This is an optimization exercise on Yosys and OpenROAD, whose aim is small area, not a production implementation. Function was checked by simulation only, so behaviour that the tests miss may differ from the original. Power figures rest on the tool's default switching activity, not on a simulated workload.

== juniper ==
// top_level
module top_level
#(
  parameter int unsigned DATA_ADDRS   = 2,
  parameter int unsigned WORD_BYTES   = 128,
  parameter int unsigned CLKS_PER_BIT = comms_pkg::CLKS_PER_BIT_DEFAULT
) (
  input  logic clk_100mhz,
  input  logic sys_rst,
  input  logic uart_rxd,
  output logic uart_txd
);
  localparam int unsigned     SlotW   = comms_pkg::idx_width(WORD_BYTES);
  localparam int unsigned     CntW    = 5;
  logic [7:0] rx_byte;
  logic       rx_valid;
  uart_rx #(
    .CLKS_PER_BIT(CLKS_PER_BIT)
  ) u_uart_rx (
    .clk_i       (clk_100mhz),
    .rst_ni      (sys_rst),
    .rxd_i       (uart_rxd),
    .byte_o      (rx_byte),
    .byte_valid_o(rx_valid)
  );
  localparam logic [SlotW-1:0] SlotLast = 7'h40;
  function automatic logic [SlotW-1:0] lfsr_step(input logic [SlotW-1:0] s);
    lfsr_step = {s[SlotW-2:0], s[SlotW-1] ^ s[SlotW-2] ^ (s[SlotW-2:0] == '0)};
  endfunction
  logic [WORD_BYTES-1:0] ring_q [2*8];
  logic [SlotW-1:0]      slot_q;      
  comms_pkg::ctrl_state_e state_q;
  logic [SlotW:0]   idx_q;
  logic             pend_q;       
  logic             valid_q;      
  logic [CntW-1:0]  tx_cnt_q;
  logic [3:0]       tx_pos_q;
  logic [7:0]       buf_q;        
  logic             txd_q;
  logic             hit_cur_q;    
  logic             hit_prev;     
  logic [SlotW-1:0] slot_step;
  logic [SlotW-1:0] idx_step;
  logic [7:0]       tap;
  ...
Size in the first run: roughly 2400 cells after synthesis, ~4 I/O pins, roughly 0.044 mm2 of cells after synthesis.
Settings: LEC_CHECK=0, CAP_MARGIN=20, CORE_MARGIN=2, CORE_UTILIZATION=70, PLACE_DENSITY=0.8, SLEW_MARGIN=20; clock period 10.0 ns.
standard.sh (not shown) runs the stock make flow with config.mk's settings and CLKGATE_MAP_FILE= SYNTH_SCRIPT=/design/flow/synth_recipe.tcl, a recipe that flattens the netlist after the stock synthesis.
==> flow/flow/run.sh <==
#!/bin/bash
# Standard layout, with clock tree synthesis options of our own.
export CTS_ARGS="-sink_clustering_enable -repair_clock_nets -buf_list {sky130_fd_sc_hd__clkbuf_4 sky130_fd_sc_hd__clkbuf_8} -sink_clustering_buffer sky130_fd_sc_hd__clkbuf_8 -tree_buf sky130_fd_sc_hd__clkbuf_4 -root_buf sky130_fd_sc_hd__clkbuf_16 -sink_clustering_size 18 -sink_clustering_max_diameter 60 -dont_use_dummy_load"
bash standard.sh > flow_standard.log 2>&1
Setup changes, juniper to violet
==> flow/flow/run.sh <==
#!/bin/bash
# Standard layout, with clock tree synthesis options of our own.
export CTS_ARGS="-sink_clustering_enable -repair_clock_nets -buf_list sky130_fd_sc_hd__clkbuf_8 -root_buf sky130_fd_sc_hd__clkbuf_16 -sink_clustering_size 19 -sink_clustering_max_diameter 60 -dont_use_dummy_load"
bash standard.sh > flow_standard.log 2>&1
==> comparison <==
Status | juniper and violet | clean
H-tree depth came out exactly the same in juniper and violet.
Between juniper and violet, the overall routed net length does not differ in any meaningful way.
Switching power as a share of total power of juniper is on par with violet.
Changes in fjord relative to violet:
==> flow/flow/run.sh <==
#!/bin/bash
# Standard layout, with clock tree synthesis options of our own.
export CTS_ARGS="-sink_clustering_enable -repair_clock_nets -buf_list {sky130_fd_sc_hd__clkbuf_2 sky130_fd_sc_hd__clkbuf_8} -sink_clustering_buffer sky130_fd_sc_hd__clkbuf_8 -tree_buf sky130_fd_sc_hd__clkbuf_2 -root_buf sky130_fd_sc_hd__clkbuf_8 -sink_clustering_size 21 -sink_clustering_max_diameter 55 -dont_use_dummy_load"
bash standard.sh > flow_standard.log 2>&1
## What came out
As far as register-to-register setup slack is concerned, fjord and violet perform about the same. Measured against each other, violet and fjord differ in met2 track utilization from global routing, the lower figure coming from violet. Comparing violet and fjord, post-route total power is higher on violet. From violet to fjord the numbers moved as follows: global-route wire length before repair shows no meaningful change; clock power share shows a reduction of 1.2 points; via count of the first global-routing pass shows a reduction of 0.67%; net switching share of the total power shows no meaningful change; clock power shows a reduction of about 6%. Between violet and fjord, fraction of area in clock buffers and inverters is higher for violet, fjord comes in under that. From fjord to violet, non-clock buffer count in the final layout did not move at all.
The following lists how lagoon was set up differently from fjord:
==> flow/flow/run.sh <==
#!/bin/bash
# Standard layout, with clock tree synthesis options of our own.
export CTS_ARGS="-sink_clustering_enable -repair_clock_nets -buf_list {sky130_fd_sc_hd__clkbuf_2 sky130_fd_sc_hd__clkbuf_8} -sink_clustering_buffer sky130_fd_sc_hd__clkbuf_8 -tree_buf sky130_fd_sc_hd__clkbuf_2 -root_buf sky130_fd_sc_hd__clkbuf_8 -sink_clustering_size 21 -sink_clustering_max_diameter 60 -dont_use_dummy_load"
bash standard.sh > flow_standard.log 2>&1
==> results.txt <==
Diff fjord -> lagoon: total power neither gained nor lost much; total wire length decreased 220 um; transition time of the tightest slew-check pin has decreased. The cell area after layout on fjord is in line with that on lagoon. The final worst setup slack of lagoon falls short of that of fjord by 20 ps. lagoon and fjord ended up with nearly the same combined global-route utilization of all metal layers.
Changes in harbor relative to lagoon:
==> flow/flow/run.sh <==
#!/bin/bash
# Standard layout, with clock tree synthesis options of our own.
export CTS_ARGS="-sink_clustering_enable -buf_list {sky130_fd_sc_hd__clkbuf_4 sky130_fd_sc_hd__clkbuf_8} -sink_clustering_buffer sky130_fd_sc_hd__clkbuf_8 -tree_buf sky130_fd_sc_hd__clkbuf_4 -root_buf sky130_fd_sc_hd__clkbuf_16 -sink_clustering_size 18 -sink_clustering_max_diameter 60 -dont_use_dummy_load"
bash standard.sh > flow_standard.log 2>&1
## What came out
Across both runs, final net count was higher for harbor than for lagoon. Summary: via count, harbor worse than lagoon. | hold slack | harbor vs lagoon | 4.7 ps higher |. On wire length, lagoon and harbor are neck and neck.

-- static timing again, ports no longer ideal --
The results above use ideal ports. As a check the final layouts listed here were re-extracted and re-timed, cells and wires unchanged. Step 1 sets driving cells, clkbuf_16 on the clock port and buf_2 on the other inputs (assumed; they add their load-dependent delay and slew). Step 2 times the ports against the registers' clock, not the clock port: input delays grow and output delays shrink by t, the midpoint of the rising clock arrivals with the driver on. a / b / c = ideal ports / drivers / drivers and shift; a / b = the first two.
run	t (ns)	slack for setup (ns)	worst register clock-pin slew, ns	worst data-port slew with drivers (ns)
juniper	0.739	6.334 / 6.274 / 7.012	0.11 / 0.11	0.03
violet	0.683	6.374 / 6.315 / 6.999	0.12 / 0.12	0.03
fjord	0.737	6.336 / 6.275 / 7.012	0.12 / 0.12	0.03
lagoon	0.753	6.316 / 6.257 / 7.011	0.12 / 0.12	0.03
harbor	0.739	6.334 / 6.274 / 7.012	0.11 / 0.11	0.03
After both steps every run listed still meets setup and hold.
